This is an optimization exercise on Yosys and OpenROAD, whose aim is small area, a short achievable clock period and few clock cycles per item, not a production implementation.
Where RTL was checked, it was by simulation tests only, not by an equivalence proof against the original.
Power figures rest on the tool's default switching activity, not on a simulated workload.

violet:
## circular_deque
module circular_deque #(
  parameter int DEPTH = 16
) (
  input  logic                           clk,
  input  logic                           rst,
  input  logic                           in_valid,
  output logic                           in_stall,
  input  dq_pkg::in_item_t               in_data,
  output logic                           out_valid,
  input  logic                           out_stall,
  output dq_pkg::out_item_t              out_data,
  input  logic                           cfg_write,
  input  logic [dq_pkg::CFG_INDEX_W-1:0] cfg_index,
  input  logic [dq_pkg::CFG_DATA_W-1:0]  cfg_data
);
  dq_pkg::ctrl_cmd_t cmd;
  dq_ctrl u_ctrl (
    .clk       (clk),
    .rst       (rst),
    .in_valid  (in_valid),
    .in_stall  (in_stall),
    .out_valid (out_valid),
    .out_stall (out_stall),
    .cmd       (cmd)
  );
  dq_datapath u_datapath (
    .clk       (clk),
    .rst       (rst),
    .cmd       (cmd),
    .in_data   (in_data),
    .cfg_write (cfg_write),
  ...
Size: ~22000 sq um of cells after synthesis.
clock: 4.5 ns
lec_check: 0
cap_margin: 20
core_margin: 2
core_utilization: 55
cts_cluster_diameter: 80
cts_cluster_size: 30
setup_slack_margin: 2.3
slew_margin: 20
run.sh (not shown) runs the stock make flow with config.mk's settings and CLKGATE_MAP_FILE= SYNTH_SCRIPT=/design/flow/synth_recipe.tcl, a recipe that flattens the netlist after the stock synthesis.
Testbench counts of violet, summed over its fixed seeds: cycles 19,264, items 19,200.
## Diff of input files: indigo against violet
Settings: changing CTS_CLUSTER_SIZE from 30 to 24; setting PLACE_DENSITY to 0.8 for the first time; changing CTS_CLUSTER_DIAMETER from 80 to 70; changing SETUP_SLACK_MARGIN from 2.3 to 2.4; changing CORE_UTILIZATION from 55 to 65.
Notes after the runs:
- indigo and violet all finish clean.
- The static power due to leakage in indigo sits 0.00012 uW below the value recorded for violet.
- indigo vs. violet: worst hold margin shrank by 0.023 ns; number of nets at the end of the flow shrank by 10; detailed route wirelength on metal2 grew by 0.54%; number of instances in the placed design shrank by 82; worst setup slack grew by 0.11 ns.
- Cell area down 1.5% in indigo wrt violet
- On routed wire length, indigo does better than violet.
For pepper, these inputs were changed with respect to indigo:
Settings: swapping 65 for 55 in CORE_UTILIZATION; swapping 24 for 30 in CTS_CLUSTER_SIZE; swapping 70 for 80 in CTS_CLUSTER_DIAMETER; clearing PLACE_DENSITY, which used to be 0.8.
==> comparison <==
Compared pepper vs indigo, and sequential share of layout area is down in pepper. Summary of pepper over indigo: first-iteration DRC count decreased 317; total placed cells including tap cells increased 81; power essentially unchanged; cell area increased 120 sq um.

---

circular_deque again, from the RTL that the note above started with.
export LEC_CHECK = 0
export CAP_MARGIN = 20
export CORE_MARGIN = 2
export CORE_UTILIZATION = 65
export CTS_CLUSTER_DIAMETER = 80
export CTS_CLUSTER_SIZE = 30
export SETUP_SLACK_MARGIN = 2.4
export SLEW_MARGIN = 20
create_clock -name core_clock -period 4.5 [get_ports {clk}]
Testbench counts at the start, summed over its fixed seeds: cycles 19,264, items 19,200.
Next try:
--- a/flow/config.mk
+++ b/flow/config.mk
@@ -9,5 +9,6 @@
 export CORE_MARGIN = 2
-export CORE_UTILIZATION = 65
-export CTS_CLUSTER_DIAMETER = 80
-export CTS_CLUSTER_SIZE = 30
+export CORE_UTILIZATION = 55
+export CTS_BUF_LIST = sky130_fd_sc_hd__clkbuf_8
+export CTS_CLUSTER_DIAMETER = 60
+export CTS_CLUSTER_SIZE = 20
 export SETUP_SLACK_MARGIN = 2.4
=> The changed run completed with no timing, DRC or antenna violations. Synthesized cell count does not change. Cell count goes up by 5.1%. Non-clock buffer count came out lower by 6. Routed wire length came out higher by 5.7%. Sequential power stays flat. Hold slack loses 14 ps. Global-route usage drops by 3.1 points. Total power went up by 0.45%. Clock power grows by about 1%.
Next try:
--- a/flow/config.mk
+++ b/flow/config.mk
@@ -9,6 +9,7 @@
 export CORE_MARGIN = 2
-export CORE_UTILIZATION = 55
-export CTS_BUF_LIST = sky130_fd_sc_hd__clkbuf_8
-export CTS_CLUSTER_DIAMETER = 60
-export CTS_CLUSTER_SIZE = 20
+export CORE_UTILIZATION = 65
+export CTS_CLUSTER_DIAMETER = 80
+export CTS_CLUSTER_SIZE = 30
+export GPL_TIMING_DRIVEN = 0
+export PLACE_DENSITY = 0.8
 export SETUP_SLACK_MARGIN = 2.4
Via count rose by a little under a tenth.
Final area rose by a few percent.
Synthesized cell count is unchanged.
Global-route usage rose by 5.8 points.
Next try:
--- a/flow/config.mk
+++ b/flow/config.mk
@@ -9,7 +9,6 @@
 export CORE_MARGIN = 2
-export CORE_UTILIZATION = 65
+export CORE_UTILIZATION = 70
 export CTS_CLUSTER_DIAMETER = 80
 export CTS_CLUSTER_SIZE = 30
-export GPL_TIMING_DRIVEN = 0
-export PLACE_DENSITY = 0.8
+export PLACE_DENSITY = 0.9
 export SETUP_SLACK_MARGIN = 2.4
Global-route usage increases by 1.1 points.
Synthesized cell count is unchanged.
Die area came out lower by 7.0%.
Clock skew goes up by 5.7 ps.

---

circular_deque, a different RTL version from the one above (not shown whole).
Size in the first run: roughly 1,500 cells after synthesis, ~650 flip-flops, ~84 I/O pins, about 0.025 mm² of cells after synthesis.
Design circular_deque, start of the top module:
module circular_deque #(
  parameter int DEPTH = 16
) (
  input  logic                           clk,
  input  logic                           rst,
  input  logic                           in_valid,
  output logic                           in_stall,
  input  dq_pkg::in_item_t               in_data,
  output logic                           out_valid,
  input  logic                           out_stall,
  output dq_pkg::out_item_t              out_data,
  input  logic                           cfg_write,
  input  logic [dq_pkg::CFG_INDEX_W-1:0] cfg_index,
  input  logic [dq_pkg::CFG_DATA_W-1:0]  cfg_data
);
clock: 4.5 ns
lec_check: 0
cap_margin: 20
core_margin: 2
core_utilization: 55
cts_cluster_diameter: 80
cts_cluster_size: 30
setup_slack_margin: 2.4
slew_margin: 20
Then changed:
- CTS_CLUSTER_DIAMETER: 80 -> 70
- CTS_CLUSTER_SIZE: 30 -> 24
=> Count of clock-buffer cells in the layout climbs by 17. Final area climbs by 1.2%. Routed wire length climbs by 0.52%. Utilization climbs by 0.78 points. Via count climbs by 0.42%. Cell count climbs by 0.84%. Die area is unchanged. Worst hold slack stays flat. Synthesized cell count is unchanged. Global-route usage climbs by 0.31 points.
No functional check of the RTL was part of any run of this note.

---

Another version of the RTL of circular_deque (not shown whole).
For scale: roughly 610 flip-flops, roughly 84 I/O pins.
Design circular_deque, start of the top module:
module circular_deque #(
  parameter int DEPTH = 16
) (
  input  logic                           clk,
  input  logic                           rst,
  input  logic                           in_valid,
  output logic                           in_stall,
  input  dq_pkg::in_item_t               in_data,
  output logic                           out_valid,
  input  logic                           out_stall,
  output dq_pkg::out_item_t              out_data,
  input  logic                           cfg_write,
  input  logic [dq_pkg::CFG_INDEX_W-1:0] cfg_index,
  input  logic [dq_pkg::CFG_DATA_W-1:0]  cfg_data
);
make LEC_CHECK=0 CAP_MARGIN=20 CORE_MARGIN=2 CORE_UTILIZATION=55 CTS_CLUSTER_DIAMETER=80 CTS_CLUSTER_SIZE=30 SETUP_SLACK_MARGIN=2.55 SLEW_MARGIN=20 finish   # period 4.5 ns
The baseline ran to the end with no violations.
Testbench counts at the start, summed over its fixed seeds: cycles 19,264, items 19,200.
Then changed:
--- a/flow/config.mk
+++ b/flow/config.mk
@@ -12,3 +12,3 @@
 export CTS_CLUSTER_SIZE = 30
-export SETUP_SLACK_MARGIN = 2.55
+export SETUP_SLACK_MARGIN = 2.4
 export SLEW_MARGIN = 20
Outcome: The changed run passed the timing, DRC and antenna checks; critical path depth is higher by 2; cell count came out lower by 3.3%; synthesized area is unchanged.

---

circular_deque, a different RTL version from the one above (not shown whole).
Size in the first run: roughly 1400 cells after synthesis, ~670 flip-flops.
Settings: LEC_CHECK=0, CAP_MARGIN=20, CORE_MARGIN=2, CORE_UTILIZATION=40, SETUP_SLACK_MARGIN=2.5, SLEW_MARGIN=20; clock period 4.5 ns.
The baseline passed the timing, DRC and antenna checks.
Testbench counts at the start, summed over its fixed seeds: cycles 19,296, items 19,200.
Edit:
--- a/flow/config.mk
+++ b/flow/config.mk
@@ -10,3 +10,2 @@
 export CORE_UTILIZATION = 40
-export SETUP_SLACK_MARGIN = 2.5
 export SLEW_MARGIN = 20
What happened: Wire length went down by 21%; non-clock buffer count fell by 175; utilization fell by 6.3 points; sequential share of layout area is higher by 8.0 points; setup slack got worse by 0.95 ns; final area decreases by 12%; final cell count falls by about 7%; count of clock-buffer cells in the layout is higher by 11; hold slack got worse by 0.0044 ns.
Edit:
--- a/flow/config.mk
+++ b/flow/config.mk
@@ -7,5 +7,7 @@
 export LEC_CHECK = 0
+export ABC_CLOCK_PERIOD_IN_PS = 2000
 export CAP_MARGIN = 20
 export CORE_MARGIN = 2
-export CORE_UTILIZATION = 40
+export CORE_UTILIZATION = 60
+export SETUP_SLACK_MARGIN = 2.5
 export SLEW_MARGIN = 20
Result:
- synthesized cell count does not change
- critical path depth decreases by 1
- maximum frequency rose by 34%
- sequential power is about the same
- final cell count fell by 3.9%
- clock skew increases by 0.013 ns
- total power rises by 2.3%
- area after synthesis does not change
- core utilization rose by 32 points

---

RTL: one of the versions met above, not the one the previous note started from.
Size in the first run: ~1300 cells after synthesis, roughly 610 flip-flops, roughly 84 I/O pins, ~22000 µm² of cells after synthesis.
make LEC_CHECK=0 CAP_MARGIN=0 CORE_MARGIN=2 CORE_UTILIZATION=65 CTS_CLUSTER_DIAMETER=80 CTS_CLUSTER_SIZE=30 PLACE_DENSITY=0.8 SETUP_SLACK_MARGIN=2.4 SLEW_MARGIN=0 finish   # period 4.5 ns
The baseline finished with timing, DRC and antenna clean.
Testbench counts at the start, summed over its fixed seeds: cycles 19,264, items 19,200.
==> next run, changes <==
--- a/flow/config.mk
+++ b/flow/config.mk
@@ -6,10 +6,9 @@
 export NUM_CORES = 4
 export LEC_CHECK = 0
-export CAP_MARGIN = 0
+export CAP_MARGIN = 20
 export CORE_MARGIN = 2
-export CORE_UTILIZATION = 65
+export CORE_UTILIZATION = 75
 export CTS_CLUSTER_DIAMETER = 80
 export CTS_CLUSTER_SIZE = 30
-export PLACE_DENSITY = 0.8
 export SETUP_SLACK_MARGIN = 2.4
-export SLEW_MARGIN = 0
+export SLEW_MARGIN = 20
Die area decreases by 13%.
Clock-buffer cell count came out higher by 10.
Non-clock buffer count went up by 15.
Core utilization went up by 11 points.
Critical path depth stays the same.
First-iteration DRC count rises by 21%.
Cell count came out lower by 1.8%.
Clock power climbs by about 5%.
Worst setup slack degrades by 0.031 ns.
Area after synthesis is unchanged.
==> next run, changes <==
--- a/flow/config.mk
+++ b/flow/config.mk
@@ -8,7 +8,8 @@
 export CAP_MARGIN = 20
 export CORE_MARGIN = 2
-export CORE_UTILIZATION = 75
+export CORE_UTILIZATION = 65
 export CTS_CLUSTER_DIAMETER = 80
 export CTS_CLUSTER_SIZE = 30
+export PLACE_DENSITY = 0.8
 export SETUP_SLACK_MARGIN = 2.4
 export SLEW_MARGIN = 20
Effect: First-iteration DRC count fell by 14%. Worst setup slack gets better by 0.019 ns. Die area rose by about 15%. Global-route usage fell by 6.9 points. Cell count rose by about 2%. Non-clock buffer count fell by 14. Routed wire length fell by 6.0%.
==> next run, changes <==
--- a/flow/config.mk
+++ b/flow/config.mk
@@ -12,4 +12,4 @@
 export CTS_CLUSTER_SIZE = 30
 export PLACE_DENSITY = 0.8
-export SETUP_SLACK_MARGIN = 2.4
+export SETUP_SLACK_MARGIN = 2.5
 export SLEW_MARGIN = 20
The new run went through all stages and came out clean.
Count of clock-buffer cells in the layout grows by 3.
Routed wire length climbs by 1.4%.
Hold slack gets worse by 0.023 ns.
Cell area rises by 0.92%.
Setup slack is worse by 0.0048 ns.
Global-route usage came out higher by 0.22 points.
Clock skew went up by 0.014 ns.
Critical path depth decreases by 1.

---

Setup of north:
Another version of the RTL of circular_deque (not shown whole).
For scale: roughly 1600 cells after synthesis, ~660 flip-flops, roughly 84 I/O pins, roughly 25000 um^2 of cells after synthesis.
Settings: LEC_CHECK=0, CAP_MARGIN=20, CORE_MARGIN=2, CORE_UTILIZATION=55, CTS_CLUSTER_DIAMETER=70, CTS_CLUSTER_SIZE=24, SETUP_SLACK_MARGIN=2.4, SLEW_MARGIN=20; clock period 4.5 ns.
[inputs] south vs north
- CTS_CLUSTER_DIAMETER removed (was 70)
- CTS_CLUSTER_SIZE removed (was 24)
==> run summary <==
Compared with north, south shows a lower number of vias per cell.
south vs. north: maximum clock frequency -0.67%, synthesized netlist cell count ~0 delta, global-route usage +0.62 points, layout buffering overhead excluding clock cells -0.19 points.
Total power: south above north
south ended with more clock group total power than north.
No run of this note included a check of the RTL's function; only the layout flow was run.

static timing again, ports no longer ideal:
No port has a modelled driver above. Below, the same layouts with a new extraction and two added sets of constraints.
Step 1 assumes that a clkbuf_16 drives the clock port and a buf_2 every other input.
Step 2 also shifts input and output timing later by t, the mid clock arrival at the registers, as if the neighbouring blocks saw the same clock.
a / b / c = ideal / step 1 / step 2; a / b = the first two.
run | t, ns | setup WS [ns] | slew at the worst register clock pin (ns) | worst slew at a driven data input, ns | pins driven straight from the clock port
violet | 0.654 | 2.273 / 2.251 / 1.797 | 0.11 / 0.11 | 0.04 | 1
indigo | 0.638 | 2.380 / 2.325 / 1.866 | 0.09 / 0.09 | 0.08 | 1
pepper | 0.648 | 2.395 / 2.348 / 1.832 | 0.11 / 0.11 | 0.05 | 1
the first run of note 2 | 0.631 | 2.408 / 2.388 / 1.863 | 0.11 / 0.11 | 0.10 | 1
the second run of note 2 | 0.678 | 2.345 / 2.313 / 1.797 | 0.12 / 0.12 | 0.05 | 1
the third run of note 2 | 0.625 | 2.368 / 2.322 / 1.848 | 0.11 / 0.11 | 0.09 | 1
the fourth run of note 2 | 0.623 | 2.349 / 2.339 / 1.851 | 0.12 / 0.12 | 0.09 | 1
the first run of note 3 | 0.672 | 2.339 / 2.278 / 1.826 | 0.11 / 0.11 | 0.09 | 1
the second run of note 3 | 0.626 | 2.128 / 2.128 / 1.843 | 0.10 / 0.10 | 0.09 | 1
the first run of note 4 | 0.674 | 2.367 / 2.309 / 1.811 | 0.11 / 0.11 | 0.09 | 1
the second run of note 4 | 0.655 | 2.336 / 2.278 / 1.770 | 0.11 / 0.11 | 0.08 | 1
the first run of note 5 | 0.665 | 2.098 / 2.098 / 1.978 | 0.07 / 0.07 | 0.05 | 1
the second run of note 5 | 0.637 | 1.147 / 1.147 / 1.147 | 0.06 / 0.06 | 0.04 | 1
the third run of note 5 | 0.665 | 2.001 / 2.001 / 1.902 | 0.07 / 0.07 | 0.07 | 1
the first run of note 6 | 0.625 | 2.402 / 2.347 / 1.874 | 0.11 / 0.11 | 0.08 | 1
the second run of note 6 | 0.625 | 2.371 / 2.314 / 1.822 | 0.11 / 0.11 | 0.09 | 1
the third run of note 6 | 0.625 | 2.390 / 2.349 / 1.874 | 0.11 / 0.11 | 0.08 | 1
the fourth run of note 6 | 0.616 | 2.385 / 2.329 / 1.923 | 0.11 / 0.11 | 0.10 | 1
north | 0.621 | 2.254 / 2.254 / 1.676 | 0.10 / 0.10 | 0.07 | 1
south | 0.669 | 2.239 / 2.239 / 1.689 | 0.07 / 0.07 | 0.07 | 1
After both steps every run listed still meets setup and hold. The setup slack of north, which loses most, moves by 0.000 ns with the drivers and by -0.578 ns with both steps.
